Background: an optimization exercise with open tools, aiming at a short achievable clock period and few clock cycles per item. Do not read the settings as production practice.
The RTL was checked by simulation tests, not by an equivalence proof against the original design.
Power and IR drop assume default switching activity.

===== design.v =====
`timescale 1ns/10ps
`default_nettype none
package rv_isa_pkg;
  localparam int XLEN = 32;
  typedef logic [XLEN-1:0] word_t;
  localparam int REG_AW = 5;
  typedef logic [REG_AW-1:0] reg_idx_t;
  localparam logic [6:0] OP_LOAD   = 7'b0000011;
  localparam logic [6:0] OP_STORE  = 7'b0100011;
  localparam logic [6:0] OP_BRANCH = 7'b1100011;
  localparam logic [6:0] OP_JALR   = 7'b1100111;
  localparam logic [6:0] OP_JAL    = 7'b1101111;
  localparam logic [6:0] OP_IMM    = 7'b0010011;
  localparam logic [6:0] OP_REG    = 7'b0110011;
  localparam logic [6:0] OP_SYSTEM = 7'b1110011;
  localparam logic [6:0] OP_AUIPC  = 7'b0010111;
  localparam logic [6:0] OP_LUI    = 7'b0110111;
  typedef struct packed {
    logic [6:0] funct7;
    reg_idx_t   rs2;
    reg_idx_t   rs1;
    logic [2:0] funct3;
    reg_idx_t   rd;
    logic [6:0] opcode;
  } r_fmt_t;
  typedef struct packed {
    logic [11:0] imm;
    reg_idx_t    rs1;
    logic [2:0]  funct3;
    reg_idx_t    rd;
    logic [6:0]  opcode;
  } i_fmt_t;
  typedef struct packed {
    logic [6:0] imm_hi;
    reg_idx_t   rs2;
    reg_idx_t   rs1;
    logic [2:0] funct3;
    logic [4:0] imm_lo;
    logic [6:0] opcode;
  } s_fmt_t;
  typedef struct packed {
    logic       imm_12;
    logic [5:0] imm_10_5;
    reg_idx_t   rs2;
    reg_idx_t   rs1;
    logic [2:0] funct3;
    logic [3:0] imm_4_1;
    logic       imm_11;
    logic [6:0] opcode;
  } b_fmt_t;
  typedef struct packed {
    logic [19:0] imm;
    reg_idx_t    rd;
    logic [6:0]  opcode;
  } u_fmt_t;
  typedef struct packed {
    logic       imm_20;
    logic [9:0] imm_10_1;
    logic       imm_11;
    logic [7:0] imm_19_12;
    reg_idx_t   rd;
    logic [6:0] opcode;
  } j_fmt_t;
  typedef union packed {
    r_fmt_t r_fmt;
    i_fmt_t i_fmt;
    s_fmt_t s_fmt;
    b_fmt_t b_fmt;
    u_fmt_t u_fmt;
    j_fmt_t j_fmt;
  } inst_t;
endpackage
`default_nettype wire
`timescale 1ns/10ps
`default_nettype none
package rv_ctrl_pkg;
  localparam int ALU_OP_W = 4;
  localparam logic [ALU_OP_W-1:0] ALU_ADD    = 4'd0;
  localparam logic [ALU_OP_W-1:0] ALU_SUB    = 4'd1;
  localparam logic [ALU_OP_W-1:0] ALU_AND    = 4'd2;
  localparam logic [ALU_OP_W-1:0] ALU_OR     = 4'd3;
  localparam logic [ALU_OP_W-1:0] ALU_XOR    = 4'd4;
  localparam logic [ALU_OP_W-1:0] ALU_SLL    = 4'd5;
  localparam logic [ALU_OP_W-1:0] ALU_SRL    = 4'd6;
  localparam logic [ALU_OP_W-1:0] ALU_SRA    = 4'd7;
  localparam logic [ALU_OP_W-1:0] ALU_SLT    = 4'd8;
  localparam logic [ALU_OP_W-1:0] ALU_SLTU   = 4'd9;
  localparam logic [ALU_OP_W-1:0] ALU_PASS_B = 4'd10;
  localparam logic [ALU_OP_W-1:0] ALU_LINK   = 4'd11;
  localparam int BR_OP_W = 3;
  localparam logic [BR_OP_W-1:0] BR_NONE = 3'd0;
  localparam logic [BR_OP_W-1:0] BR_EQ   = 3'd1;
  localparam logic [BR_OP_W-1:0] BR_NE   = 3'd2;
  localparam logic [BR_OP_W-1:0] BR_LT   = 3'd3;
  localparam logic [BR_OP_W-1:0] BR_GE   = 3'd4;
  localparam logic [BR_OP_W-1:0] BR_LTU  = 3'd5;
  localparam logic [BR_OP_W-1:0] BR_GEU  = 3'd6;
  localparam int FWD_W = 2;
  localparam logic [FWD_W-1:0] FWD_REG = 2'd0;
  localparam logic [FWD_W-1:0] FWD_MEM = 2'd1;
  localparam logic [FWD_W-1:0] FWD_WB  = 2'd2;
  localparam logic [31:0] NOP_WORD = 32'h0000_0013;
endpackage
`default_nettype wire
`timescale 1ns/10ps
`default_nettype none
module rv_regfile (
  input  logic                 clk,
  input  logic                 rst,
  input  rv_isa_pkg::reg_idx_t rs1,
  input  rv_isa_pkg::reg_idx_t rs2,
  input  rv_isa_pkg::reg_idx_t rd,
  input  rv_isa_pkg::word_t    rd_data,
  input  logic                 we,
  output rv_isa_pkg::word_t    rs1_data,
  output rv_isa_pkg::word_t    rs2_data
);
  rv_isa_pkg::word_t regs [1:2**rv_isa_pkg::REG_AW-1];
  function automatic rv_isa_pkg::word_t read_port(input rv_isa_pkg::reg_idx_t idx);
    if (idx == '0) begin
      read_port = '0;
    end else if (we && idx == rd) begin
      read_port = rd_data;
    end else begin
      read_port = regs[idx];
    end
  endfunction
  always_ff @(posedge clk) begin
    if (rst) begin
      for (int i = 1; i < 2**rv_isa_pkg::REG_AW; i++) begin
        regs[i] <= '0;
      end
    end else if (we) begin
      regs[rd] <= rd_data;
    end
  end
  always_comb begin
    rs1_data = read_port(rs1);
    rs2_data = read_port(rs2);
  end
endmodule
`default_nettype wire
`timescale 1ns/10ps
`default_nettype none
module rv_decoder (
  input  rv_isa_pkg::inst_t                inst,
  output rv_isa_pkg::reg_idx_t             rd,
  output rv_isa_pkg::reg_idx_t             rs1,
  output rv_isa_pkg::reg_idx_t             rs2,
  output rv_isa_pkg::word_t                imm,
  output logic [rv_ctrl_pkg::ALU_OP_W-1:0] alu_op,
  output logic [rv_ctrl_pkg::BR_OP_W-1:0]  br_op,
  output logic                             use_imm,
  output logic                             a_is_pc,
  output logic                             reg_we,
  output logic                             mem_rd,
  output logic                             mem_we,
  output logic                             is_jump,
  output logic                             is_jalr,
  output logic                             is_ecall
);
  logic [6:0] funct7;
  logic [2:0] funct3;
  logic       valid;
  function automatic logic [rv_ctrl_pkg::ALU_OP_W-1:0] alu_from_f3(input logic [2:0] f3, input logic alt);
    case (f3)
      3'b000:  alu_from_f3 = alt ? rv_ctrl_pkg::ALU_SUB : rv_ctrl_pkg::ALU_ADD;
      3'b001:  alu_from_f3 = rv_ctrl_pkg::ALU_SLL;
      3'b010:  alu_from_f3 = rv_ctrl_pkg::ALU_SLT;
      3'b011:  alu_from_f3 = rv_ctrl_pkg::ALU_SLTU;
      3'b100:  alu_from_f3 = rv_ctrl_pkg::ALU_XOR;
      3'b101:  alu_from_f3 = alt ? rv_ctrl_pkg::ALU_SRA : rv_ctrl_pkg::ALU_SRL;
      3'b110:  alu_from_f3 = rv_ctrl_pkg::ALU_OR;
      default: alu_from_f3 = rv_ctrl_pkg::ALU_AND;
    endcase
  endfunction
  assign funct7 = inst.r_fmt.funct7;
  assign funct3 = inst.r_fmt.funct3;
  always_comb begin
    rd       = inst.r_fmt.rd;
    rs1      = '0;
    rs2      = '0;
    imm      = '0;
    alu_op   = rv_ctrl_pkg::ALU_ADD;
    br_op    = rv_ctrl_pkg::BR_NONE;
    use_imm  = 1'b0;
    a_is_pc  = 1'b0;
    reg_we   = 1'b0;
    mem_rd   = 1'b0;
    mem_we   = 1'b0;
    is_jump  = 1'b0;
    is_jalr  = 1'b0;
    is_ecall = 1'b0;
    valid    = 1'b1;
    case (inst.r_fmt.opcode)
      rv_isa_pkg::OP_REG: begin
        rs1    = inst.r_fmt.rs1;
        rs2    = inst.r_fmt.rs2;
        reg_we = 1'b1;
        alu_op = alu_from_f3(funct3, funct7[5]);
        valid  = funct7 == 7'h00 ||
                 (funct7 == 7'h20 && (funct3 == 3'b000 || funct3 == 3'b101));
      end
      rv_isa_pkg::OP_IMM: begin
        rs1     = inst.i_fmt.rs1;
        imm     = {{20{inst.i_fmt.imm[11]}}, inst.i_fmt.imm};
        use_imm = 1'b1;
        reg_we  = 1'b1;
        alu_op  = alu_from_f3(funct3, funct3 == 3'b101 && funct7[5]);
        if (funct3 == 3'b001) begin
          valid = funct7 == 7'h00;
        end else if (funct3 == 3'b101) begin
          valid = funct7 == 7'h00 || funct7 == 7'h20;
        end
      end
      rv_isa_pkg::OP_LOAD: begin
        rs1     = inst.i_fmt.rs1;
        imm     = {{20{inst.i_fmt.imm[11]}}, inst.i_fmt.imm};
        use_imm = 1'b1;
        reg_we  = 1'b1;
        mem_rd  = 1'b1;
        valid   = funct3 == 3'b010;
      end
      rv_isa_pkg::OP_STORE: begin
        rs1     = inst.s_fmt.rs1;
        rs2     = inst.s_fmt.rs2;
        imm     = {{20{inst.s_fmt.imm_hi[6]}}, inst.s_fmt.imm_hi, inst.s_fmt.imm_lo};
        use_imm = 1'b1;
        mem_we  = 1'b1;
        valid   = funct3 == 3'b010;
      end
      rv_isa_pkg::OP_BRANCH: begin
        rs1 = inst.b_fmt.rs1;
        rs2 = inst.b_fmt.rs2;
        imm = {{19{inst.b_fmt.imm_12}}, inst.b_fmt.imm_12, inst.b_fmt.imm_11,
               inst.b_fmt.imm_10_5, inst.b_fmt.imm_4_1, 1'b0};
        case (funct3)
          3'b000:  br_op = rv_ctrl_pkg::BR_EQ;
          3'b001:  br_op = rv_ctrl_pkg::BR_NE;
          3'b100:  br_op = rv_ctrl_pkg::BR_LT;
          3'b101:  br_op = rv_ctrl_pkg::BR_GE;
          3'b110:  br_op = rv_ctrl_pkg::BR_LTU;
          3'b111:  br_op = rv_ctrl_pkg::BR_GEU;
          default: valid = 1'b0;
        endcase
      end
      rv_isa_pkg::OP_JAL: begin
        imm     = {{11{inst.j_fmt.imm_20}}, inst.j_fmt.imm_20, inst.j_fmt.imm_19_12,
                   inst.j_fmt.imm_11, inst.j_fmt.imm_10_1, 1'b0};
        alu_op  = rv_ctrl_pkg::ALU_LINK;
        a_is_pc = 1'b1;
        reg_we  = 1'b1;
        is_jump = 1'b1;
      end
      rv_isa_pkg::OP_JALR: begin
        rs1     = inst.i_fmt.rs1;
        imm     = {{20{inst.i_fmt.imm[11]}}, inst.i_fmt.imm};
        alu_op  = rv_ctrl_pkg::ALU_LINK;
        a_is_pc = 1'b1;
        reg_we  = 1'b1;
        is_jump = 1'b1;
        is_jalr = 1'b1;
        valid   = funct3 == 3'b000;
      end
      rv_isa_pkg::OP_LUI: begin
        imm     = {inst.u_fmt.imm, 12'h000};
        alu_op  = rv_ctrl_pkg::ALU_PASS_B;
        use_imm = 1'b1;
        reg_we  = 1'b1;
      end
      rv_isa_pkg::OP_AUIPC: begin
        imm     = {inst.u_fmt.imm, 12'h000};
        use_imm = 1'b1;
        a_is_pc = 1'b1;
        reg_we  = 1'b1;
      end
      rv_isa_pkg::OP_SYSTEM: begin
        is_ecall = inst == 32'h0000_0073;
        valid    = is_ecall;
      end
      default: valid = 1'b0;
    endcase
    if (!valid) begin
      rs1     = '0;
      rs2     = '0;
      br_op   = rv_ctrl_pkg::BR_NONE;
      reg_we  = 1'b0;
      mem_rd  = 1'b0;
      mem_we  = 1'b0;
      is_jump = 1'b0;
      is_jalr = 1'b0;
    end
    if (rd == '0) begin
      reg_we = 1'b0;
      mem_rd = 1'b0;
    end
  end
endmodule
`default_nettype wire
`timescale 1ns/10ps
`default_nettype none
module rv_add32 (
  input  logic [31:0] a,
  input  logic [31:0] b,
  input  logic        cin,
  output logic [31:0] s
);
  logic [31:0] g [6];
  logic [31:0] p [6];
  always_comb begin
    g[0] = a & b;
    p[0] = a ^ b;
    g[0][0] = (a[0] & b[0]) | ((a[0] ^ b[0]) & cin);
    for (int l = 0; l < 5; l++) begin
      for (int i = 0; i < 32; i++) begin
        if (i >= (1 << l)) begin
          g[l+1][i] = g[l][i] | (p[l][i] & g[l][i-(1<<l)]);
          p[l+1][i] = p[l][i] & p[l][i-(1<<l)];
        end else begin
          g[l+1][i] = g[l][i];
          p[l+1][i] = p[l][i];
        end
      end
    end
    s = (a ^ b) ^ {g[5][30:0], cin};
  end
endmodule
module rv_cmp32 (
  input  logic [31:0] a,
  input  logic [31:0] b,
  output logic        eq,
  output logic        lt,
  output logic        ltu
);
  logic [30:0] l [6];
  logic [30:0] e [6];
  always_comb begin
    l[0] = ~a[30:0] & b[30:0];
    e[0] = ~(a[30:0] ^ b[30:0]);
    for (int k = 0; k < 5; k++) begin
      for (int i = 0; i < 31; i++) begin
        if (i % (2 << k) == 0 && i + (1 << k) < 31) begin
          l[k+1][i] = l[k][i+(1<<k)] | (e[k][i+(1<<k)] & l[k][i]);
          e[k+1][i] = e[k][i+(1<<k)] & e[k][i];
        end else begin
          l[k+1][i] = l[k][i];
          e[k+1][i] = e[k][i];
        end
      end
    end
    eq  = (a[31] == b[31]) && e[5][0];
    ltu = (!a[31] && b[31]) || ((a[31] == b[31]) && l[5][0]);
    lt  = (a[31] && !b[31]) || ((a[31] == b[31]) && l[5][0]);
  end
endmodule
`default_nettype wire
`timescale 1ns/10ps
`default_nettype none
module rv_hazard (
  input  rv_isa_pkg::reg_idx_t          d_rs1,
  input  rv_isa_pkg::reg_idx_t          d_rs2,
  input  rv_isa_pkg::reg_idx_t          x_rs1,
  input  rv_isa_pkg::reg_idx_t          x_rs2,
  input  rv_isa_pkg::reg_idx_t          x_rd,
  input  rv_isa_pkg::reg_idx_t          m_rd,
  input  rv_isa_pkg::reg_idx_t          w_rd,
  input  logic                          x_mem_rd,
  input  logic                          m_reg_we,
  input  logic                          w_reg_we,
  input  logic                          redirect,
  output logic [rv_ctrl_pkg::FWD_W-1:0] fwd_a,
  output logic [rv_ctrl_pkg::FWD_W-1:0] fwd_b,
  output logic                          stall,
  output logic                          flush_d,
  output logic                          flush_x
);
  logic load_use;
  function automatic logic [rv_ctrl_pkg::FWD_W-1:0] fwd_sel(input rv_isa_pkg::reg_idx_t rs);
    if (m_reg_we && m_rd == rs) begin
      fwd_sel = rv_ctrl_pkg::FWD_MEM;
    end else if (w_reg_we && w_rd == rs) begin
      fwd_sel = rv_ctrl_pkg::FWD_WB;
    end else begin
      fwd_sel = rv_ctrl_pkg::FWD_REG;
    end
  endfunction
  always_comb begin
    fwd_a    = fwd_sel(x_rs1);
    fwd_b    = fwd_sel(x_rs2);
    load_use = x_mem_rd && (x_rd == d_rs1 || x_rd == d_rs2);
    stall    = load_use && !redirect;
    flush_d  = redirect;
    flush_x  = redirect || load_use;
  end
endmodule
`default_nettype wire
`timescale 1ns/10ps
`default_nettype none
module rv_core #(
  parameter rv_isa_pkg::word_t RESET_PC = 32'h0000_0100
) (
  input  logic              clk,
  input  logic              rst,
  output rv_isa_pkg::word_t imem_addr,
  input  rv_isa_pkg::word_t imem_data,
  output rv_isa_pkg::word_t dmem_addr,
  output rv_isa_pkg::word_t dmem_wdata,
  output logic              dmem_we,
  input  rv_isa_pkg::word_t dmem_rdata,
  output logic              halt,
  output rv_isa_pkg::word_t trace_pc,
  output rv_isa_pkg::word_t trace_inst
);
  localparam logic [6:0] OP_LOAD   = 7'b0000011;
  localparam logic [6:0] OP_STORE  = 7'b0100011;
  localparam logic [6:0] OP_BRANCH = 7'b1100011;
  localparam logic [6:0] OP_JALR   = 7'b1100111;
  localparam logic [6:0] OP_JAL    = 7'b1101111;
  localparam logic [6:0] OP_IMM    = 7'b0010011;
  localparam logic [6:0] OP_REG    = 7'b0110011;
  localparam logic [6:0] OP_AUIPC  = 7'b0010111;
  localparam logic [6:0] OP_LUI    = 7'b0110111;
  localparam int R_ADD = 0;
  localparam int R_SUB = 1;
  localparam int R_AND = 2;
  localparam int R_OR  = 3;
  localparam int R_XOR = 4;
  localparam int R_SLL = 5;
  localparam int R_SRL = 6;
  localparam int R_SLT = 7;
  localparam int R_SLTU = 8;
  localparam int R_ALT = 9;
  localparam int R_W   = 10;
  logic        x_redirect;
  logic        x_squash;
  logic        r_q;
  logic [31:0] r_pc;
  logic        d_v;
  logic        d_redirect;
  logic [31:0] d_redirect_pc;
  logic [31:0] x_redirect_pc;
  logic [31:0] pc;
  logic [31:0] f_inst;
  logic        f_is_jal;
  logic        f_is_br;
  logic        f_take;
  logic [31:0] f_imm;
  logic [31:0] f_tgt;
  logic [31:0] pc_next;
  assign imem_addr = pc;
  assign f_inst    = imem_data;
  localparam int BP_AW = 5;
  localparam int BP_N  = 2**BP_AW;
  localparam int JP_AW = 3;
  localparam int JP_N  = 2**JP_AW;
  logic [2:0]  bt_cnt  [BP_N];
  logic [2:0]  bt_trip [BP_N];
  logic        bt_tv   [BP_N];
  logic        bt_back [BP_N];
  logic [1:0]  bt_ctr  [BP_N];
  logic        bt_cv   [BP_N];
  logic        jt_v    [JP_N];
  logic [31:1] jt_tgt  [JP_N];
  logic [BP_AW-1:0] f_bidx;
  logic [JP_AW-1:0] f_jidx;
  logic        f_is_jalr;
  logic        f_br_take;
  logic [31:0] f_ptgt;
  assign f_bidx = pc[BP_AW+1:2];
  assign f_jidx = pc[JP_AW+1:2];
  localparam int LV_N = 8;
  logic        lv_v   [LV_N];
  logic [1:0]  lv_tag [LV_N];
  logic [31:1] lv_val [LV_N];
  logic [4:0]  f_rs1;
  logic        f_lv_hit;
  assign f_rs1    = f_inst[19:15];
  assign f_lv_hit = lv_v[f_rs1[2:0]] && lv_tag[f_rs1[2:0]] == f_rs1[4:3] &&
                    f_inst[31:20] == 12'd0;
  assign f_ptgt   = f_lv_hit ? {lv_val[f_rs1[2:0]], 1'b0} : {jt_tgt[f_jidx], 1'b0};
  logic f_lp_ok;
  logic d_addi;
  logic d_lp_zero;
  logic [31:0] d_lp_k;
  assign d_addi    = d_we && d_op == OP_IMM && d_f3 == 3'b000 && !d_fwd1;
  assign d_lp_k    = d_op1 ^ d_imm;
  assign d_lp_zero = !d_lp_k[0] && (d_lp_k[31:1] == (d_op1[30:0] | d_imm[30:0]));
  assign f_lp_ok   = d_addi && f_inst[24:20] == 5'd0 && f_inst[14:13] == 2'b00 &&
                     f_inst[19:15] == d_rd;
  always_comb begin
    f_is_jal  = f_inst[6:0] == OP_JAL;
    f_is_br   = f_inst[6:0] == OP_BRANCH && f_inst[14:13] != 2'b01;
    f_is_jalr = f_inst[6:0] == OP_JALR && f_inst[14:12] == 3'b000;
    if (f_lp_ok)
      f_br_take = f_inst[12] ^ d_lp_zero;
    else if (f_inst[31])
      f_br_take = bt_back[f_bidx];
    else if (bt_cv[f_bidx])
      f_br_take = bt_ctr[f_bidx][1];
    else
      f_br_take = f_inst[14:12] == 3'b001 || f_inst[14:12] == 3'b101;
    f_take = f_is_jal || (f_is_br && f_br_take) || (f_is_jalr && (f_lv_hit || jt_v[f_jidx]));
    if (f_inst[2])
      f_imm = {{12{f_inst[31]}}, f_inst[19:12], f_inst[20], f_inst[30:21], 1'b0};
    else
      f_imm = {{20{f_inst[31]}}, f_inst[7], f_inst[30:25], f_inst[11:8], 1'b0};
    f_tgt = f_is_jalr ? f_ptgt : pc + f_imm;
  end
  always_comb begin
    if (r_q)         pc_next = r_pc;
    else if (f_take) pc_next = f_tgt;
    else             pc_next = pc + 32'd4;
  end
  always_ff @(posedge clk) begin
    if (rst) pc <= RESET_PC;
    else     pc <= pc_next;
  end
  logic        d_valid;
  logic [31:0] d_pc;
  logic [31:0] d_inst;
  logic        d_pred;
  logic [31:1] d_ptgt;
  logic [31:0] d_ftgt;
  logic        d_fbr;
  assign d_v = d_valid && !r_q;
  always_ff @(posedge clk) begin
    if (rst || r_q) begin
      d_valid <= 1'b0;
    end else begin
      d_valid <= 1'b1;
    end
  end
  always_ff @(posedge clk) begin
    d_pc   <= pc;
    d_inst <= f_inst;
    d_pred <= f_take;
    d_ptgt <= f_ptgt[31:1];
    d_ftgt <= f_tgt;
    d_fbr  <= f_is_br;
  end
  logic [6:0]  d_op;
  logic [2:0]  d_f3;
  logic [6:0]  d_f7;
  logic [4:0]  d_rd;
  logic [4:0]  d_rs1;
  logic [4:0]  d_rs2;
  logic        d_ok;
  logic        d_use1;
  logic        d_use2;
  logic        d_use_imm;
  logic        d_we;
  logic        d_load;
  logic        d_store;
  logic        d_is_br;
  logic        d_is_jalr;
  logic        d_ecall;
  logic [31:0] d_imm;
  logic [R_W-1:0] d_rsel;
  logic        d_link;
  logic        d_auipc;
  logic [31:0] d_target;
  logic [31:0] d_pc4;
  logic [31:0] d_alt;
  assign d_op  = d_inst[6:0];
  assign d_f3  = d_inst[14:12];
  assign d_f7  = d_inst[31:25];
  assign d_rd  = d_inst[11:7];
  always_comb begin
    d_ok      = 1'b0;
    d_use1    = 1'b0;
    d_use2    = 1'b0;
    d_use_imm = 1'b0;
    d_we      = 1'b0;
    d_load    = 1'b0;
    d_store   = 1'b0;
    d_is_br   = 1'b0;
    d_is_jalr = 1'b0;
    d_ecall   = 1'b0;
    d_imm     = {{20{d_inst[31]}}, d_inst[31:20]};
    d_rsel    = '0;
    d_link    = 1'b0;
    d_auipc   = 1'b0;
    case (d_op)
      OP_REG: begin
        d_ok   = d_f7 == 7'h00 || (d_f7 == 7'h20 && (d_f3 == 3'b000 || d_f3 == 3'b101));
        d_use1 = 1'b1;
        d_use2 = 1'b1;
        d_we   = 1'b1;
      end
      OP_IMM: begin
        d_ok      = d_f3 == 3'b001 ? d_f7 == 7'h00 :
                    d_f3 == 3'b101 ? (d_f7 == 7'h00 || d_f7 == 7'h20) : 1'b1;
        d_use1    = 1'b1;
        d_use_imm = 1'b1;
        d_we      = 1'b1;
      end
      OP_LOAD: begin
        d_ok      = d_f3 == 3'b010;
        d_use1    = 1'b1;
        d_use_imm = 1'b1;
        d_we      = 1'b1;
        d_load    = 1'b1;
      end
      OP_STORE: begin
        d_ok      = d_f3 == 3'b010;
        d_use1    = 1'b1;
        d_use2    = 1'b1;
        d_use_imm = 1'b1;
        d_store   = 1'b1;
        d_imm     = {{20{d_inst[31]}}, d_inst[31:25], d_inst[11:7]};
      end
      OP_BRANCH: begin
        d_ok    = d_f3[2:1] != 2'b01;
        d_use1  = 1'b1;
        d_use2  = 1'b1;
        d_is_br = 1'b1;
        d_imm   = {{20{d_inst[31]}}, d_inst[7], d_inst[30:25], d_inst[11:8], 1'b0};
      end
      OP_JAL: begin
        d_ok      = 1'b1;
        d_we      = 1'b1;
        d_imm     = {{12{d_inst[31]}}, d_inst[19:12], d_inst[20], d_inst[30:21], 1'b0};
        d_link    = 1'b1;
      end
      OP_JALR: begin
        d_ok      = d_f3 == 3'b000;
        d_use1    = 1'b1;
        d_use_imm = 1'b1;
        d_we      = 1'b1;
        d_is_jalr = 1'b1;
        d_link    = 1'b1;
      end
      OP_LUI: begin
        d_ok      = 1'b1;
        d_we      = 1'b1;
        d_imm     = {d_inst[31:12], 12'h000};
      end
      OP_AUIPC: begin
        d_ok      = 1'b1;
        d_we      = 1'b1;
        d_use_imm = 1'b1;
        d_imm     = {d_inst[31:12], 12'h000};
        d_auipc   = 1'b1;
      end
      default: begin
        d_ok    = 1'b0;
        d_ecall = d_inst == 32'h0000_0073;
      end
    endcase
    if (d_op == OP_REG || d_op == OP_IMM) begin
      case (d_f3)
        3'b000: d_rsel[(d_op == OP_REG && d_f7[5]) ? R_SUB : R_ADD] = 1'b1;
        3'b001: d_rsel[R_SLL]  = 1'b1;
        3'b010: d_rsel[R_SLT]  = 1'b1;
        3'b011: d_rsel[R_SLTU] = 1'b1;
        3'b100: d_rsel[R_XOR]  = 1'b1;
        3'b101: d_rsel[R_SRL]  = 1'b1;
        3'b110: d_rsel[R_OR]   = 1'b1;
        default: d_rsel[R_AND] = 1'b1;
      endcase
    end else if (d_op == OP_LUI || d_op == OP_JAL || d_op == OP_JALR) begin
      d_rsel[R_ALT] = 1'b1;
    end else begin
      d_rsel[R_ADD] = 1'b1;
    end
    if (!d_ok || !d_v) begin
      d_use1    = 1'b0;
      d_use2    = 1'b0;
      d_we      = 1'b0;
      d_load    = 1'b0;
      d_store   = 1'b0;
      d_is_br   = 1'b0;
      d_is_jalr = 1'b0;
    end
    if (!d_v) d_ecall = 1'b0;
    if (d_rd == 5'd0) begin
      d_we   = 1'b0;
      d_load = 1'b0;
    end
  end
  assign d_rs1 = d_use1 ? d_inst[19:15] : 5'd0;
  assign d_rs2 = d_use2 ? d_inst[24:20] : 5'd0;
  assign d_target = d_ftgt;
  assign d_pc4    = d_pc + 32'd4;
  assign d_alt    = d_link ? d_pc4 : d_imm;
  logic [4:0]  w_rd;
  logic [31:0] w_data;
  logic        w_we;
  logic [4:0]  f_rs1i;
  logic [4:0]  f_rs2i;
  logic [31:0] rf1;
  logic [31:0] rf2;
  logic [31:0] d_rf1;
  logic [31:0] d_rf2;
  assign f_rs1i = f_inst[19:15];
  assign f_rs2i = f_inst[24:20];
  rv_regfile i_rv_regfile (
    .clk      (clk),
    .rst      (rst),
    .rs1      (f_rs1i),
    .rs2      (f_rs2i),
    .rd       (w_rd),
    .rd_data  (w_data),
    .we       (w_we),
    .rs1_data (rf1),
    .rs2_data (rf2)
  );
  always_ff @(posedge clk) begin
    d_rf1 <= rf1;
    d_rf2 <= rf2;
  end
  logic [31:0] m_result;
  logic [4:0]  m_rd;
  logic        m_we;
  logic        m_load;
  logic [31:0] m_wbval;
  logic [31:0] d_op1;
  logic [31:0] d_op2;
  logic        x_we;
  logic        x_load;
  logic [4:0]  x_rd;
  assign m_wbval = m_load ? dmem_rdata : m_result;
  logic d_fx1, d_fx2;
  logic d_fm1, d_fm2;
  logic d_fw1, d_fw2;
  always_ff @(posedge clk) begin
    d_fx1 <= d_we && d_rd == f_rs1i;
    d_fx2 <= d_we && d_rd == f_rs2i;
    d_fm1 <= x_we && !x_squash && x_rd == f_rs1i;
    d_fm2 <= x_we && !x_squash && x_rd == f_rs2i;
    d_fw1 <= m_we && m_rd == f_rs1i;
    d_fw2 <= m_we && m_rd == f_rs2i;
  end
  assign d_op1 = d_fm1 ? m_wbval : (d_fw1 ? w_data : d_rf1);
  assign d_op2 = d_fm2 ? m_wbval : (d_fw2 ? w_data : d_rf2);
  logic d_fwd1;
  logic d_fwd2;
  assign d_fwd1 = d_fx1;
  assign d_fwd2 = d_fx2;
  logic d_eq;
  logic d_lt;
  logic d_ltu;
  logic d_cond;
  logic d_br_res;
  logic d_pred_fix;
  rv_cmp32 i_cmp_d (.a(d_op1), .b(d_op2), .eq(d_eq), .lt(d_lt), .ltu(d_ltu));
  always_comb begin
    case (d_f3[2:1])
      2'b00:   d_cond = d_eq;
      2'b10:   d_cond = d_lt;
      default: d_cond = d_ltu;
    endcase
    d_cond = d_cond ^ d_f3[0];
  end
  assign d_br_res      = d_v && d_fbr && !d_fwd1 && !d_fwd2;
  assign d_pred_fix    = d_br_res ? d_cond : d_pred;
  assign d_redirect    = d_br_res && d_cond != d_pred;
  assign d_redirect_pc = d_cond ? d_target : d_pc4;
  logic        x_valid;
  logic        x_store;
  logic        x_is_br;
  logic        x_is_jalr;
  logic        x_ecall;
  logic        x_pred;
  logic [31:1] x_ptgt;
  logic [2:0]  x_f3;
  logic [31:0] x_pc;
  logic [31:0] x_inst;
  logic [31:0] x_a;
  logic [31:0] x_b;
  logic [31:0] x_sd;
  logic        x_fa;
  logic        x_fb;
  logic        x_fsd;
  logic        x_fla;
  logic        x_flb;
  logic        x_flsd;
  logic [31:0] x_alt;
  logic [31:0] x_target;
  logic [31:0] x_pc4;
  logic [R_W-1:0] x_rsel;
  logic        x_sra;
  logic        x_sub;
  logic [2:0]  x_bsel;
  logic        x_binv;
  logic [31:0] x_rpc;
  logic        d_sub;
  assign d_sub = d_op == OP_REG && d_f3 == 3'b000 && d_f7[5];
  always_ff @(posedge clk) begin
    if (rst) x_squash <= 1'b0;
    else     x_squash <= x_redirect;
  end
  always_ff @(posedge clk) begin
    if (rst) r_q <= 1'b0;
    else     r_q <= x_redirect || d_redirect;
  end
  always_ff @(posedge clk) begin
    r_pc <= x_redirect ? x_redirect_pc : d_redirect_pc;
  end
  always_ff @(posedge clk) begin
    if (rst || !d_v) begin
      x_valid   <= 1'b0;
      x_we      <= 1'b0;
      x_load    <= 1'b0;
      x_store   <= 1'b0;
      x_is_br   <= 1'b0;
      x_is_jalr <= 1'b0;
      x_ecall   <= 1'b0;
    end else begin
      x_valid   <= 1'b1;
      x_we      <= d_we;
      x_load    <= d_load;
      x_store   <= d_store;
      x_is_br   <= d_is_br;
      x_is_jalr <= d_is_jalr;
      x_ecall   <= d_ecall;
    end
  end
  always_ff @(posedge clk) begin
    x_pred   <= d_pred_fix;
    x_ptgt   <= d_ptgt;
    x_f3     <= d_f3;
    x_pc     <= d_pc;
    x_inst   <= d_inst;
    x_rd     <= d_rd;
    x_a      <= d_auipc ? d_pc : d_op1;
    x_b      <= d_use_imm ? d_imm : (d_sub ? ~d_op2 : d_op2);
    x_sd     <= d_op2;
    x_fa     <= d_fwd1 && d_use1 && !x_load;
    x_fb     <= d_fwd2 && !d_use_imm && !x_load;
    x_fsd    <= d_fwd2 && !x_load;
    x_fla    <= d_fwd1 && d_use1 && x_load;
    x_flb    <= d_fwd2 && !d_use_imm && x_load;
    x_flsd   <= d_fwd2 && x_load;
    x_alt    <= d_alt;
    x_target <= d_target;
    x_pc4    <= d_pc4;
    x_rsel   <= d_rsel;
    x_sra    <= d_f7[5];
    x_sub    <= d_sub;
    x_bsel   <= {d_f3[2] & d_f3[1], d_f3[2] & !d_f3[1], !d_f3[2]};
    x_binv   <= d_f3[0] ^ d_pred_fix;
    x_rpc    <= d_ecall ? d_pc : (d_pred_fix ? d_pc4 : d_target);
  end
  logic [31:0] a;
  logic [31:0] b;
  logic [31:0] sd;
  logic [31:0] ld;
  logic [31:0] sum00, sum10, sum01, sum11, sumL0, sum0L, sumLL;
  logic [31:0] dif01, dif0L;
  logic [31:0] sum;
  logic        eq00, eq10, eq01, eqL0, eq0L;
  logic        lt00, lt10, lt01, ltL0, lt0L;
  logic        ltu00, ltu10, ltu01, ltuL0, ltu0L;
  logic        eq;
  logic        lt;
  logic        ltu;
  logic        cond_raw;
  logic        x_mispredict;
  logic [31:0] shl;
  logic [31:0] shr;
  logic [31:0] x_result;
  assign ld = dmem_rdata;
  assign a  = x_fa  ? m_result : (x_fla  ? ld : x_a);
  assign b  = x_fb  ? m_result : (x_flb  ? ld : x_b);
  assign sd = x_fsd ? m_result : (x_flsd ? ld : x_sd);
  rv_add32 i_add00 (.a(x_a),      .b(x_b),       .cin(x_sub), .s(sum00));
  rv_add32 i_add10 (.a(m_result), .b(x_b),       .cin(x_sub), .s(sum10));
  rv_add32 i_add01 (.a(x_a),      .b(m_result),  .cin(1'b0),  .s(sum01));
  rv_add32 i_dif01 (.a(x_a),      .b(~m_result), .cin(1'b1),  .s(dif01));
  rv_add32 i_add11 (.a(m_result), .b(m_result),  .cin(1'b0),  .s(sum11));
  rv_add32 i_addL0 (.a(ld),       .b(x_b),       .cin(x_sub), .s(sumL0));
  rv_add32 i_add0L (.a(x_a),      .b(ld),        .cin(1'b0),  .s(sum0L));
  rv_add32 i_dif0L (.a(x_a),      .b(~ld),       .cin(1'b1),  .s(dif0L));
  rv_add32 i_addLL (.a(ld),       .b(ld),        .cin(1'b0),  .s(sumLL));
  always_comb begin
    case ({x_fa, x_fla, x_fb, x_flb})
      4'b1000: sum = sum10;
      4'b0010: sum = x_sub ? dif01 : sum01;
      4'b1010: sum = x_sub ? 32'd0 : sum11;
      4'b0100: sum = sumL0;
      4'b0001: sum = x_sub ? dif0L : sum0L;
      4'b0101: sum = x_sub ? 32'd0 : sumLL;
      default: sum = sum00;
    endcase
  end
  rv_cmp32 i_cmp00 (.a(x_a),      .b(x_b),      .eq(eq00), .lt(lt00), .ltu(ltu00));
  rv_cmp32 i_cmp10 (.a(m_result), .b(x_b),      .eq(eq10), .lt(lt10), .ltu(ltu10));
  rv_cmp32 i_cmp01 (.a(x_a),      .b(m_result), .eq(eq01), .lt(lt01), .ltu(ltu01));
  rv_cmp32 i_cmpL0 (.a(ld),       .b(x_b),      .eq(eqL0), .lt(ltL0), .ltu(ltuL0));
  rv_cmp32 i_cmp0L (.a(x_a),      .b(ld),       .eq(eq0L), .lt(lt0L), .ltu(ltu0L));
  always_comb begin
    case ({x_fa, x_fla, x_fb, x_flb})
      4'b1000: begin eq = eq10; lt = lt10; ltu = ltu10; end
      4'b0010: begin eq = eq01; lt = lt01; ltu = ltu01; end
      4'b0100: begin eq = eqL0; lt = ltL0; ltu = ltuL0; end
      4'b0001: begin eq = eq0L; lt = lt0L; ltu = ltu0L; end
      4'b1010, 4'b0101: begin eq = 1'b1; lt = 1'b0; ltu = 1'b0; end
      default: begin eq = eq00; lt = lt00; ltu = ltu00; end
    endcase
  end
  assign shl = a << b[4:0];
  assign shr = $signed({x_sra & a[31], a}) >>> b[4:0];
  always_comb begin
    x_result = '0;
    if (x_rsel[R_ADD] || x_rsel[R_SUB]) x_result = x_result | sum;
    if (x_rsel[R_AND])  x_result = x_result | (a & b);
    if (x_rsel[R_OR])   x_result = x_result | (a | b);
    if (x_rsel[R_XOR])  x_result = x_result | (a ^ b);
    if (x_rsel[R_SLL])  x_result = x_result | shl;
    if (x_rsel[R_SRL])  x_result = x_result | shr;
    if (x_rsel[R_SLT])  x_result = x_result | {31'd0, lt};
    if (x_rsel[R_SLTU]) x_result = x_result | {31'd0, ltu};
    if (x_rsel[R_ALT])  x_result = x_result | x_alt;
  end
  assign cond_raw = (x_bsel[0] & eq) | (x_bsel[1] & lt) | (x_bsel[2] & ltu);
  function automatic logic jalr_check(input logic [31:0] ra, input logic [31:0] rb,
                                      input logic [31:1] pt);
    logic [31:1] jk;
    logic [30:1] jco;
    jk  = ra[31:1] ^ rb[31:1] ^ pt;
    jco = (ra[30:1] & rb[30:1]) | ((ra[30:1] ^ rb[30:1]) & jk[30:1]);
    jalr_check = (jk[1] == (ra[0] & rb[0])) && (jco == jk[31:2]);
  endfunction
  logic jalr_ok;
  logic jalr_ok_x;
  logic jalr_ok_m;
  logic jalr_ok_l;
  assign jalr_ok_x = jalr_check(x_a, x_b, x_ptgt);
  assign jalr_ok_m = jalr_check(m_result, x_b, x_ptgt);
  assign jalr_ok_l = jalr_check(ld, x_b, x_ptgt);
  assign jalr_ok   = x_fa ? jalr_ok_m : (x_fla ? jalr_ok_l : jalr_ok_x);
  assign x_mispredict = x_is_br && (cond_raw ^ x_binv) && !x_squash;
  assign x_redirect   = ((x_ecall || (x_is_jalr && !(x_pred && jalr_ok))) && !x_squash) ||
                        x_mispredict;
  assign x_redirect_pc = x_is_jalr ? {sum[31:1], 1'b0} : x_rpc;
  logic x_link;
  assign x_link = x_rsel[R_ALT] && (x_inst[6:0] == OP_JAL || x_inst[6:0] == OP_JALR);
  always_ff @(posedge clk) begin
    if (rst) begin
      for (int i = 0; i < LV_N; i++) lv_v[i] <= 1'b0;
    end else if (x_we && !x_squash) begin
      if (x_link)
        lv_v[x_rd[2:0]] <= 1'b1;
      else if (lv_tag[x_rd[2:0]] == x_rd[4:3])
        lv_v[x_rd[2:0]] <= 1'b0;
    end
  end
  always_ff @(posedge clk) begin
    if (x_we && !x_squash && x_link) begin
      lv_tag[x_rd[2:0]] <= x_rd[4:3];
      lv_val[x_rd[2:0]] <= x_pc4[31:1];
    end
  end
  logic             m_bu;
  logic             m_back;
  logic             m_taken;
  logic [BP_AW-1:0] m_bidx;
  logic             m_ju;
  logic [JP_AW-1:0] m_jidx;
  logic [31:1]      m_jtgt;
  always_ff @(posedge clk) begin
    if (rst) begin
      m_bu <= 1'b0;
      m_ju <= 1'b0;
    end else begin
      m_bu <= x_is_br && !x_squash;
      m_ju <= x_is_jalr && !x_squash;
    end
  end
  logic             w_bu;
  logic             w_back;
  logic [BP_AW-1:0] w_bidx;
  logic [2:0]       w_cnt;
  logic [2:0]       w_trip;
  logic             w_tv;
  logic             w_bk;
  logic [1:0]       w_ctr;
  logic [BP_AW-1:0] x_bidx;
  logic             xw_hit;
  logic [2:0]       m_cnt;
  logic [2:0]       m_trip;
  logic             m_tv;
  logic [1:0]       m_ctr;
  assign x_bidx = x_pc[BP_AW+1:2];
  assign xw_hit = w_bu && w_bidx == x_bidx;
  always_ff @(posedge clk) begin
    m_back  <= x_inst[31];
    m_taken <= cond_raw ^ x_f3[0];
    m_bidx  <= x_bidx;
    m_jidx  <= x_pc[JP_AW+1:2];
    m_jtgt  <= sum[31:1];
    m_cnt   <= (xw_hit && w_back) ? w_cnt  : bt_cnt[x_bidx];
    m_trip  <= (xw_hit && w_back) ? w_trip : bt_trip[x_bidx];
    m_tv    <= (xw_hit && w_back) ? w_tv   : bt_tv[x_bidx];
    m_ctr   <= (xw_hit && !w_back) ? w_ctr :
               bt_cv[x_bidx] ? bt_ctr[x_bidx] :
               (x_f3 == 3'b001 || x_f3 == 3'b101) ? 2'd2 : 2'd1;
  end
  logic       mw_hit;
  logic [2:0] u_cnt;
  logic [2:0] u_trip;
  logic       u_tv;
  logic [1:0] u_ctr;
  logic [2:0] n_cnt;
  logic [2:0] n_trip;
  logic       n_tv;
  logic [1:0] n_ctr;
  logic       n_back;
  assign mw_hit = w_bu && w_bidx == m_bidx;
  assign u_cnt  = (mw_hit && w_back) ? w_cnt  : m_cnt;
  assign u_trip = (mw_hit && w_back) ? w_trip : m_trip;
  assign u_tv   = (mw_hit && w_back) ? w_tv   : m_tv;
  assign u_ctr  = (mw_hit && !w_back) ? w_ctr : m_ctr;
  always_comb begin
    n_cnt  = u_cnt;
    n_trip = u_trip;
    n_tv   = u_tv;
    if (m_taken) begin
      if (u_cnt != 3'd7) n_cnt = u_cnt + 3'd1;
      else               n_tv  = 1'b0;
    end else begin
      n_cnt  = 3'd0;
      n_trip = u_cnt + 3'd1;
      n_tv   = u_cnt != 3'd7;
    end
    n_back = !n_tv || ({1'b0, n_cnt} + 4'd1 < {1'b0, n_trip});
    if (m_taken) n_ctr = u_ctr == 2'd3 ? 2'd3 : u_ctr + 2'd1;
    else         n_ctr = u_ctr == 2'd0 ? 2'd0 : u_ctr - 2'd1;
  end
  always_ff @(posedge clk) begin
    if (rst) w_bu <= 1'b0;
    else     w_bu <= m_bu;
  end
  always_ff @(posedge clk) begin
    w_back <= m_back;
    w_bidx <= m_bidx;
    w_cnt  <= n_cnt;
    w_trip <= n_trip;
    w_tv   <= n_tv;
    w_bk   <= n_back;
    w_ctr  <= n_ctr;
  end
  always_ff @(posedge clk) begin
    if (rst) begin
      for (int i = 0; i < BP_N; i++) begin
        bt_cnt[i]  <= 3'd0;
        bt_tv[i]   <= 1'b0;
        bt_back[i] <= 1'b1;
        bt_cv[i]   <= 1'b0;
      end
    end else if (w_bu) begin
      if (w_back) begin
        bt_cnt[w_bidx]  <= w_cnt;
        bt_tv[w_bidx]   <= w_tv;
        bt_back[w_bidx] <= w_bk;
      end else begin
        bt_cv[w_bidx]   <= 1'b1;
      end
    end
  end
  always_ff @(posedge clk) begin
    if (w_bu && w_back)  bt_trip[w_bidx] <= w_trip;
    if (w_bu && !w_back) bt_ctr[w_bidx]  <= w_ctr;
  end
  always_ff @(posedge clk) begin
    if (rst) begin
      for (int i = 0; i < JP_N; i++) jt_v[i] <= 1'b0;
    end else if (m_ju) begin
      jt_v[m_jidx] <= 1'b1;
    end
  end
  always_ff @(posedge clk) begin
    if (m_ju) jt_tgt[m_jidx] <= m_jtgt;
  end
  logic        m_valid;
  logic        m_store;
  logic        m_ecall;
  logic [31:0] m_pc;
  logic [31:0] m_inst;
  logic [31:0] m_sd;
  always_ff @(posedge clk) begin
    if (rst) begin
      m_valid <= 1'b0;
      m_we    <= 1'b0;
      m_load  <= 1'b0;
      m_store <= 1'b0;
      m_ecall <= 1'b0;
    end else begin
      m_valid <= x_valid && !x_squash;
      m_we    <= x_we && !x_squash;
      m_load  <= x_load && !x_squash;
      m_store <= x_store && !x_squash;
      m_ecall <= x_ecall && !x_squash;
    end
  end
  always_ff @(posedge clk) begin
    m_result <= x_result;
    m_sd     <= sd;
    m_rd     <= x_rd;
    m_pc     <= x_pc;
    m_inst   <= x_inst;
  end
  assign dmem_addr  = m_result;
  assign dmem_wdata = m_sd;
  assign dmem_we    = m_store;
  logic [31:0] w_pc;
  logic [31:0] w_inst;
  logic        w_ecall;
  always_ff @(posedge clk) begin
    if (rst) begin
      w_pc    <= '0;
      w_we    <= 1'b0;
      w_ecall <= 1'b0;
    end else begin
      w_pc    <= m_valid ? m_pc : 32'd0;
      w_we    <= m_we;
      w_ecall <= m_ecall;
    end
  end
  always_ff @(posedge clk) begin
    w_data <= m_wbval;
    w_rd   <= m_rd;
    w_inst <= m_inst;
  end
  assign halt       = w_ecall;
  assign trace_pc   = w_pc;
  assign trace_inst = w_inst;
endmodule
`default_nettype wire

===== run.sh =====
#!/bin/bash
# synth_recipe.tcl (not shown) runs the flow's synth.tcl, then flattens the netlist and writes it again
# the make line also repeats each setting of config.mk as NAME=value (left out here)
make -C /OpenROAD-flow-scripts/flow DESIGN_CONFIG=/design/flow/config.mk WORK_HOME=/design/flow/orfs CLKGATE_MAP_FILE= SYNTH_SCRIPT=/design/flow/synth_recipe.tcl finish

===== constraint.sdc =====
create_clock -name core_clock -period 8.0 [get_ports {clk}]
set_input_delay 1.6000 -clock core_clock [delete_from_list [all_inputs] [get_ports {clk}]]
set_output_delay 1.6000 -clock core_clock [all_outputs]
set_load 0.01 [all_outputs]

===== config.mk =====
export PLATFORM = sky130hd
export DESIGN_NAME = rv_core
export DESIGN_NICKNAME = rv_core
export VERILOG_FILES = /design/flow/design.v
export SDC_FILE = /design/flow/constraint.sdc
export NUM_CORES = 4
export LEC_CHECK = 0
export ABC_CLOCK_PERIOD_IN_PS = 3000
export CAP_MARGIN = 20
export CORE_MARGIN = 2
export CORE_UTILIZATION = 40
export SETUP_SLACK_MARGIN = 5
export SLEW_MARGIN = 20

==> flow_summary.ini, run 1 <==
[placement]
numPortBuffers = 227
dp_hpwl_um = 476000
routabilityCongestion = 1.09
placed_area_sq_mm = 0.158
place_ws_ns = 0.452

[global_routing]
grt_first_pass_wirelength_um = 965000
grt_max_degree = 67
grt_pass1_vias = 114000
grt_usage_pct = 37.7
grt.overflow.total = 0
antenna_found_initial = 78

[worst_setup_path]
r2r_slack_ns = 3.39
r2r_start = d_inst[4]
cpPeakStageDelay_ns = 0.45
worstPathCellList = nand4b_1 -> nor2_4 -> nand2_2 -> nand2_4 -> nor2_4 -> buf_12 -> mux2_4 -> a31oi_4 -> buf_12 -> ha_4 -> xnor2_2 -> nor4_2 -> nand4_1 -> nor3_4 -> xor2_1 -> mux2_4 -> a32o_2 -> buf_12 -> nor2_4 -> buf_12 -> mux2i_1 -> o22ai_1
reg2reg_to = pc[6]
cp_max_fo = 7
crit_type = flop to flop
critical_path.slowest_cell = nor3_4
critPathLaunchType = flop
critPathTopFamily = simple AND/OR/NAND/NOR gates
cpMostUsedCell = buf_12
cp.arrival_ns = 5.44
reg2reg_depth = 22
cp_num_cells = 22
timing.critical_path.to = pc[6]
cp_num_buf_inv = 4
crit_path_end_kind = flop
cp-startpoint = d_inst[4]
required_ns = 8.83

[sta]
period_minus_slack_ns = 4.61
rsz0062_at_grt = yes
slew_violations = 0
finalWorstSetupSlack_ns = 3.39
finalSetupViolations = 0
max_freq_ghz = 0.217
period_share_pct = 57.6
finalSetupTns_ns = 0
max_slew_margin_pct = 4.26
worst_slew_pin_slew_ns = 1.43
worst_clock_skew_ns = 0.103
hold_viol = 0
fin_hold_ws_ns = 0.304

[detailed_routing]
antenna_left = 0
routedWlPerCell_um = 39.5
drt_iter0_markers = 17700
routed_via_density = 6.44
drcViolationCount = 0
dr.pass1.iters = 9
vias = 118000
wl_um = 724000

[synth]
syn_inst = 12200
syn-cell-area_sq_mm = 0.147
avgSynthCellArea_sq_um = 12.1
ys_ff_latch = 2771
synth-main-ff-cell = edfxtp_1
seq_area_frac_synth_pct = 50.2
syn_nets = 12900
synth_edf_count = 1832
ys_types = 95
async_flop_share_pct = 0
ys.warnings.count = 8

[finish]
layout_commonest_cell = edfxtp_1
num-nets-final = 13900
final_cell_mix = edfxtp_1, and2_1, buf_4
drive_above_1_share_pct = 32.7
syn_to_final_growth_pct = 28.7
stdcell_area_sq_mm = 0.189

[clock_tree]
cts_buffers = 307
htree_levels = 5
clk_path_buf_depth = 4
cts_tree = yes
clk_pin_slew_worst_paths_ns = 0.06
root_buffer = clkbuf_16
ctsHoldBuffers = 0
cts.sinks = 2771
insertion_delay_ns = 0.99

[floorplanning]
die_height_um = 610
ios = 228
die_w_um = 610
rows = 222
initial_core_util_pct = 40.2
dieArea_sq_mm = 0.372
core_area_sq_mm = 0.366

[pwr]
p_per_area_mw_per_mm2 = 260
total_power_mw = 49.3
vdd_drop_max_mv = 0.203
leakagePower_nw = 70.2

[job]
drv_cap = 0

[outcome]
status = no timing/DRC/antenna violations

[worst_hold_path]
min_path_type = flop to flop
==> metrics by stage <==
stage               util, %  std cells
finish                 51.7      18300
global route           51.7      18300
CTS                    49.9      18000
detailed placement     43.1      16800
global placement       43.1      16800
floorplan                 -      12200
==> logic make-up after synthesis <==
logic type | Yosys count | synth area share (%)
buf+inv | 1276 | 3.30
fa+ha+maj | 660 | 6.13
flops | 2771 | 50.2
xor+xnor | 428 | 2.55
mux | 1376 | 16.2
compound gates | 2188 | 9.48
simple gates | 3469 | 12.1
==> metal layers <==
layer	GRT usage (%)	share of wire (%)	up-vias
met5	0	0.046	-
met4	33.4	11	44
met3	9.33	11	2623
met2	57.2	43	8658
met1	44.6	34	59400
li1	-	-	47300
==> synthesized netlist by cell type (all sizes together), types with 73 or more instances <==
cell	n	share of area (%)
edfxtp	1832	37
and2	1161	4.9
dfxtp	939	13
mux4	796	12
nor2	756	1.9
clkbuf	738	1.9
nand2	737	1.9
o21ai	590	2.0
a21oi	570	1.9
ha	556	4.7
mux2i	510	3.5
inv	378	0.97
xnor2	278	1.7
a211oi	174	0.89
buf	154	0.43
xor2	150	0.89
nand3	140	0.48
nor3	130	0.44
nor2b	102	0.43
fa	101	1.4
o211ai	94	0.48
o22ai	82	0.35
o21a	79	0.40
nor4	78	0.33
nand2b	77	0.33
nand4	73	0.31
==> layout make-up <==
cell class | count | area [sq um]
Timing Repair inverter | 12 | 194
Inverter | 384 | 1710
Antenna cell | 61 | 153
Timing Repair Buffer | 1603 | 18800
Tap cell | 4816 | 6030
Multi-Input combinational cell | 8126 | 77800
Clock buffer | 431 | 8690
Fill cell | 30600 | 177000
Clock inverter | 128 | 1570
Sequential cell | 2771 | 74300
==> sequential cells by signal, summed over array words and instances, names as in the netlist, 64 cells and up <==
signal	cells
bt_trip	96
bt_cnt	96
jt_tgt	248
lv_val	248
bt_ctr	64
i_rv_regfile.regs	1024
==> what timing repair did <==
| action | CTS | global route |
|---|---|---|
| pin swaps | 318 | 297 |
| endpoints found under the hold margin | 0 | 0 |
| buffers inserted | 554 | 289 |
| endpoints found under the setup margin | 1913 | 970 |
| gates resized for setup | 2723 | 756 |
| gates cloned | 78 | 26 |
==> worst min path at each step <==
stage | cells after the start | start | endpoint | slack [ns]
floorplan | 0 | x_inst[14] | m_inst[14] | 0.31
global placement | 0 | m_inst[20] | w_inst[20] | 0.31
detailed placement | 0 | x_pc[16] | m_pc[16] | 0.31
CTS | 0 | d_ptgt[30] | x_ptgt[30] | 0.29
global route | 0 | d_ptgt[29] | x_ptgt[29] | 0.33
finish | 0 | d_ptgt[30] | x_ptgt[30] | 0.30
==> power by group <==
group / internal (mW) / switching [mW] / total [mW]
Combinational: 6.44 / 10.5 / 16.9
Sequential: 16.3 / 1.32 / 17.6
Clock: 8.52 / 6.17 / 14.7
Testbench counts, summed over its fixed seeds: cycles 164,336, instrs 157,230.
==> run 2: changes to the inputs <==
--- a/design.v
+++ b/design.v
@@ -444,7 +444,6 @@
   logic        f_is_jal;
   logic        f_is_br;
   logic        f_take;
-  logic [31:0] f_imm;
   logic [31:0] f_tgt;
   logic [31:0] pc_next;
   assign imem_addr = pc;
@@ -482,11 +481,18 @@
   logic d_addi;
   logic d_lp_zero;
   logic [31:0] d_lp_k;
-  assign d_addi    = d_we && d_op == OP_IMM && d_f3 == 3'b000 && !d_fwd1;
+  assign d_addi    = d_v && d_faddi && !d_fwd1;
   assign d_lp_k    = d_op1 ^ d_imm;
   assign d_lp_zero = !d_lp_k[0] && (d_lp_k[31:1] == (d_op1[30:0] | d_imm[30:0]));
   assign f_lp_ok   = d_addi && f_inst[24:20] == 5'd0 && f_inst[14:13] == 2'b00 &&
                      f_inst[19:15] == d_rd;
+  logic [31:0] f_imm;
+  logic [31:0] f_sum;
+  logic [31:0] f_pc4;
+  assign f_imm = f_inst[2] ? {{12{f_inst[31]}}, f_inst[19:12], f_inst[20], f_inst[30:21], 1'b0}
+                           : {{20{f_inst[31]}}, f_inst[7], f_inst[30:25], f_inst[11:8], 1'b0};
+  rv_add32 i_add_ftgt (.a(pc), .b(f_imm), .cin(1'b0), .s(f_sum));
+  rv_add32 i_add_fpc4 (.a(pc), .b(32'd4), .cin(1'b0), .s(f_pc4));
   always_comb begin
     f_is_jal  = f_inst[6:0] == OP_JAL;
     f_is_br   = f_inst[6:0] == OP_BRANCH && f_inst[14:13] != 2'b01;
@@ -500,16 +506,12 @@
     else
       f_br_take = f_inst[14:12] == 3'b001 || f_inst[14:12] == 3'b101;
     f_take = f_is_jal || (f_is_br && f_br_take) || (f_is_jalr && (f_lv_hit || jt_v[f_jidx]));
-    if (f_inst[2])
-      f_imm = {{12{f_inst[31]}}, f_inst[19:12], f_inst[20], f_inst[30:21], 1'b0};
-    else
-      f_imm = {{20{f_inst[31]}}, f_inst[7], f_inst[30:25], f_inst[11:8], 1'b0};
-    f_tgt = f_is_jalr ? f_ptgt : pc + f_imm;
+    f_tgt = f_is_jalr ? f_ptgt : f_sum;
   end
   always_comb begin
     if (r_q)         pc_next = r_pc;
     else if (f_take) pc_next = f_tgt;
-    else             pc_next = pc + 32'd4;
+    else             pc_next = f_pc4;
   end
   always_ff @(posedge clk) begin
     if (rst) pc <= RESET_PC;
@@ -522,6 +524,7 @@
   logic [31:1] d_ptgt;
   logic [31:0] d_ftgt;
   logic        d_fbr;
+  logic        d_faddi;
   assign d_v = d_valid && !r_q;
   always_ff @(posedge clk) begin
     if (rst || r_q) begin
@@ -537,6 +540,7 @@
     d_ptgt <= f_ptgt[31:1];
     d_ftgt <= f_tgt;
     d_fbr  <= f_is_br;
+    d_faddi <= f_inst[6:0] == OP_IMM && f_inst[14:12] == 3'b000 && f_inst[11:7] != 5'd0;
   end
   logic [6:0]  d_op;
   logic [2:0]  d_f3;
@@ -681,7 +685,7 @@
   assign d_rs1 = d_use1 ? d_inst[19:15] : 5'd0;
   assign d_rs2 = d_use2 ? d_inst[24:20] : 5'd0;
   assign d_target = d_ftgt;
-  assign d_pc4    = d_pc + 32'd4;
+  rv_add32 i_add_dpc4 (.a(d_pc), .b(32'd4), .cin(1'b0), .s(d_pc4));
   assign d_alt    = d_link ? d_pc4 : d_imm;
   logic [4:0]  w_rd;
   logic [31:0] w_data;
@@ -783,7 +787,6 @@
   logic        x_sub;
   logic [2:0]  x_bsel;
   logic        x_binv;
-  logic [31:0] x_rpc;
   logic        d_sub;
   assign d_sub = d_op == OP_REG && d_f3 == 3'b000 && d_f7[5];
   always_ff @(posedge clk) begin
@@ -840,7 +843,6 @@
     x_sub    <= d_sub;
     x_bsel   <= {d_f3[2] & d_f3[1], d_f3[2] & !d_f3[1], !d_f3[2]};
     x_binv   <= d_f3[0] ^ d_pred_fix;
-    x_rpc    <= d_ecall ? d_pc : (d_pred_fix ? d_pc4 : d_target);
   end
   logic [31:0] a;
   logic [31:0] b;
@@ -933,7 +935,12 @@
   assign x_mispredict = x_is_br && (cond_raw ^ x_binv) && !x_squash;
   assign x_redirect   = ((x_ecall || (x_is_jalr && !(x_pred && jalr_ok))) && !x_squash) ||
                         x_mispredict;
-  assign x_redirect_pc = x_is_jalr ? {sum[31:1], 1'b0} : x_rpc;
+  always_comb begin
+    if (x_is_jalr)                    x_redirect_pc = {sum[31:1], 1'b0};
+    else if (x_ecall)                 x_redirect_pc = x_pc;
+    else if (cond_raw ^ x_f3[0])      x_redirect_pc = x_target;
+    else                              x_redirect_pc = x_pc4;
+  end
   logic x_link;
   assign x_link = x_rsel[R_ALT] && (x_inst[6:0] == OP_JAL || x_inst[6:0] == OP_JALR);
   always_ff @(posedge clk) begin
==> flow_summary.ini, run 2 <==
[detailed_routing]
drt_iter0_markers = 16600
wl_um = 698000
drcViolationCount = 0
routed_via_density = 6.33
routedWlPerCell_um = 38.1
antenna_left = 0
vias = 116000
dr.pass1.iters = 9

[placement]
placed_cells = 16700
dp_hpwl_um = 462000
numPortBuffers = 227
routabilityCongestion = 1.06

[sta]
finalSetupTns_ns = 0
fin_hold_ws_ns = 0.321
max_freq_ghz = 0.218
rsz0062_at_grt = yes
slew_violations = 0
worst_clock_skew_ns = 0.102
period_minus_slack_ns = 4.59
period_share_pct = 57.4
max_slew_margin_pct = 10.7
worst_slew_pin_slew_ns = 1.33
hold_viol = 0
finalSetupViolations = 0

[worst_setup_path]
critPathLaunchType = flop
crit_type = flop to flop
cp_max_fo = 8
required_ns = 8.83
crit_path_end_kind = flop
cp.arrival_ns = 5.42

[pwr]
p_per_area_mw_per_mm2 = 263
total_power_mw = 49.8
leakagePower_nw = 70.3
vdd_drop_max_mv = 0.195

[job]
drv_cap = 0

[synth]
syn-cell-area_sq_mm = 0.147
yosysTopAreaCell = edfxtp_1
syn_nets = 12900
synthTopCellsByCount = edfxtp_1, and2_1, dfxtp_1
ys_ff_latch = 2772
async_flop_share_pct = 0
synth_edf_count = 1832
ys_types = 99
yosys.area.top_type_share_pct = 37.5
syn_inst = 12100
seq_area_frac_synth_pct = 50.4
synth.most_common_cell = edfxtp_1
ys.warnings.count = 8
synthTopCellsByArea = edfxtp_1, dfxtp_1, mux4_2
avgSynthCellArea_sq_um = 12.1
synth-main-ff-cell = edfxtp_1

[clock_tree]
htree_levels = 5
clk_pin_slew_worst_paths_ns = 0.06
ctsHoldBuffers = 0
root_buffer = clkbuf_16
cts_buffers = 308
cts_tree = yes
cts.sinks = 2772
clk_path_buf_depth = 4
insertion_delay_ns = 0.97

[finish]
final_cell_mix = edfxtp_1, and2_1, buf_4
num-nets-final = 14000
layout_commonest_cell = edfxtp_1
final_cell_count_no_fill = 18300
regArea_sq_mm = 0.0743
multiInputGateArea_sq_mm = 0.0776
largest_reg_flops = 1024
regMostFlops = i_rv_regfile.regs
final_util_pct = 51.8
syn_to_final_growth_pct = 29.1
fillers = 30900
drive_above_1_share_pct = 33.4

[floorplanning]
rows = 222
die_w_um = 609
die_height_um = 609
core_area_sq_mm = 0.365
ios = 228
dieArea_sq_mm = 0.371
initial_core_util_pct = 40.1

[worst_hold_path]
min_path_type = flop to flop

[global_routing]
grt_first_pass_wirelength_um = 938000
grt_usage_pct = 36.4
grt_pass1_vias = 112000
grt_max_degree = 73
antenna_found_initial = 74
grt.overflow.total = 0

[outcome]
status = no timing/DRC/antenna violations
## run 2: changes by cell type in the layout (fill, tap and decap cells not counted), moves of 24 or more
cell,previous run,this run
a21oi_1,400,437
buf_12,200,172
buf_4,818,855
clkbuf_1,82,57
inv_1,322,279
mux2i_1,432,395
nand2_1,673,631
nand3_1,120,87
nor2_1,651,734
o21ai_0,352,317
o21ai_1,95,71
o22ai_1,73,47
## run 2: per-stage QoR
stage                     cell area (sq um)  worst slack, ns
after detailed placement             157000            0.949
after floorplan                      150000             2.88
final                                189000             3.41
after global routing                 189000             3.32
after global placement               157000            0.841
after CTS                            183000             3.46
## run 2: power by group
part	internal, mW	total [mW]	leakage (nW)	switching [mW]
Clock	8.47	14.8	5.07	6.32
Combinational	6.74	17.4	39.3	10.6
Sequential	16.3	17.7	25.9	1.31
Total	31.6	49.8	70.3	18.2
## run 2: kinds of logic after synthesis
kind of cell,Yosys count,share of synthesized area [%]
AND/OR/NAND/NOR,3489,12.2
AO/OA/AOI/OAI,2205,9.63
flip-flops,2772,50.4
buffers and inverters,1264,3.31
multiplexers,1306,15.7
adder cells (fa/ha/maj),671,6.24
XOR/XNOR,427,2.56
## run 2: cell type report
cell class / instances / area share, %
repair buffers: 1651 / 10.0
inverters: 378 / 0.960
flip-flops and latches: 2772 / 39.3
clock buffers: 397 / 4.45
well taps: 4816 / 3.18
diodes: 49 / 0.0648
repair inverters: 4 / 0.0390
multi-input cells: 8105 / 41.0
clock inverters: 163 / 1.05
## run 2: worst paths after layout
kind / from / endpoint / slack, ns / depth (start not counted)
max: d_inst[2] / pc[3] / 3.41 / 22
min: m_inst[21] / w_inst[21] / 0.32 / 0
max reg2reg: d_inst[2] / pc[3] / 3.41 / 22
min reg2reg: m_inst[21] / w_inst[21] / 0.32 / 0
## run 2: worst max-delay path: stages, from the launching register on
cell and delay [ns]:
dfxtp_2 0.33, and3_4 0.25, nor3b_4 0.30, nand2_4 0.09, o21ai_2 0.08, buf_6 0.15
buf_6 0.10, nor2_4 0.06, a21oi_2 0.16, buf_6 0.15, ha_4 0.20, xnor2_2 0.13
nor4_2 0.28, nand4_1 0.19, nor3_4 0.41, xor2_1 0.13, mux2i_1 0.24, o21ai_2 0.13
or2_4 0.33, buf_12 0.17, mux2_4 0.29, mux2i_1 0.16, nor2_1 0.08
## run 2: timing repair
action / in CTS / in global routing
endpoints found under the hold margin: 0 / 0
resized for setup: 2730 / 827
setup endpoints to repair: 1586 / 740
cloned: 80 / 25
pin swaps: 327 / 327
buffers inserted: 610 / 289
## run 2: routing by layer
layer / wire length (um) / GRT usage [%] / up-vias
met2: 307000 / 56.0 / 8006
met5: 166 / 0 / -
met4: 62500 / 25.5 / 26
li1: - / - / 47200
met3: 74700 / 7.70 / 2116
met1: 253000 / 45.9 / 58800
Testbench counts of run 2, summed over its fixed seeds: cycles 164,336, instrs 157,230.

-- static timing again, ports no longer ideal --
In the flow no input, the clock included, has a driving cell. The finished layouts below were timed again as built, in two steps. Step 1: set_driving_cell puts a clkbuf_16 on clk and a buf_2 on each other input, an assumption about the parent block. Step 2, shift: input delay + t, output delay - t, t = (earliest + latest rising clock arrival at the registers) / 2. This alone moves slack from input paths to output paths. Slacks: ideal ports / drivers / drivers and shift; pairs: ideal ports / drivers.
run | shift t [ns] | slack for setup (ns) | latest minus earliest clock arrival (ns) | slew at the worst register clock pin (ns)
run 1 | 1.051 | 3.393 / 3.393 / 2.462 | 0.118 / 0.118 | 0.08 / 0.08
run 2 | 1.026 | 3.407 / 3.407 / 2.406 | 0.105 / 0.105 | 0.07 / 0.07
After both steps every run listed still meets setup and hold. For run 2, which loses most, drivers alone change the setup slack by 0.000 ns; drivers and shift together by -1.001 ns.
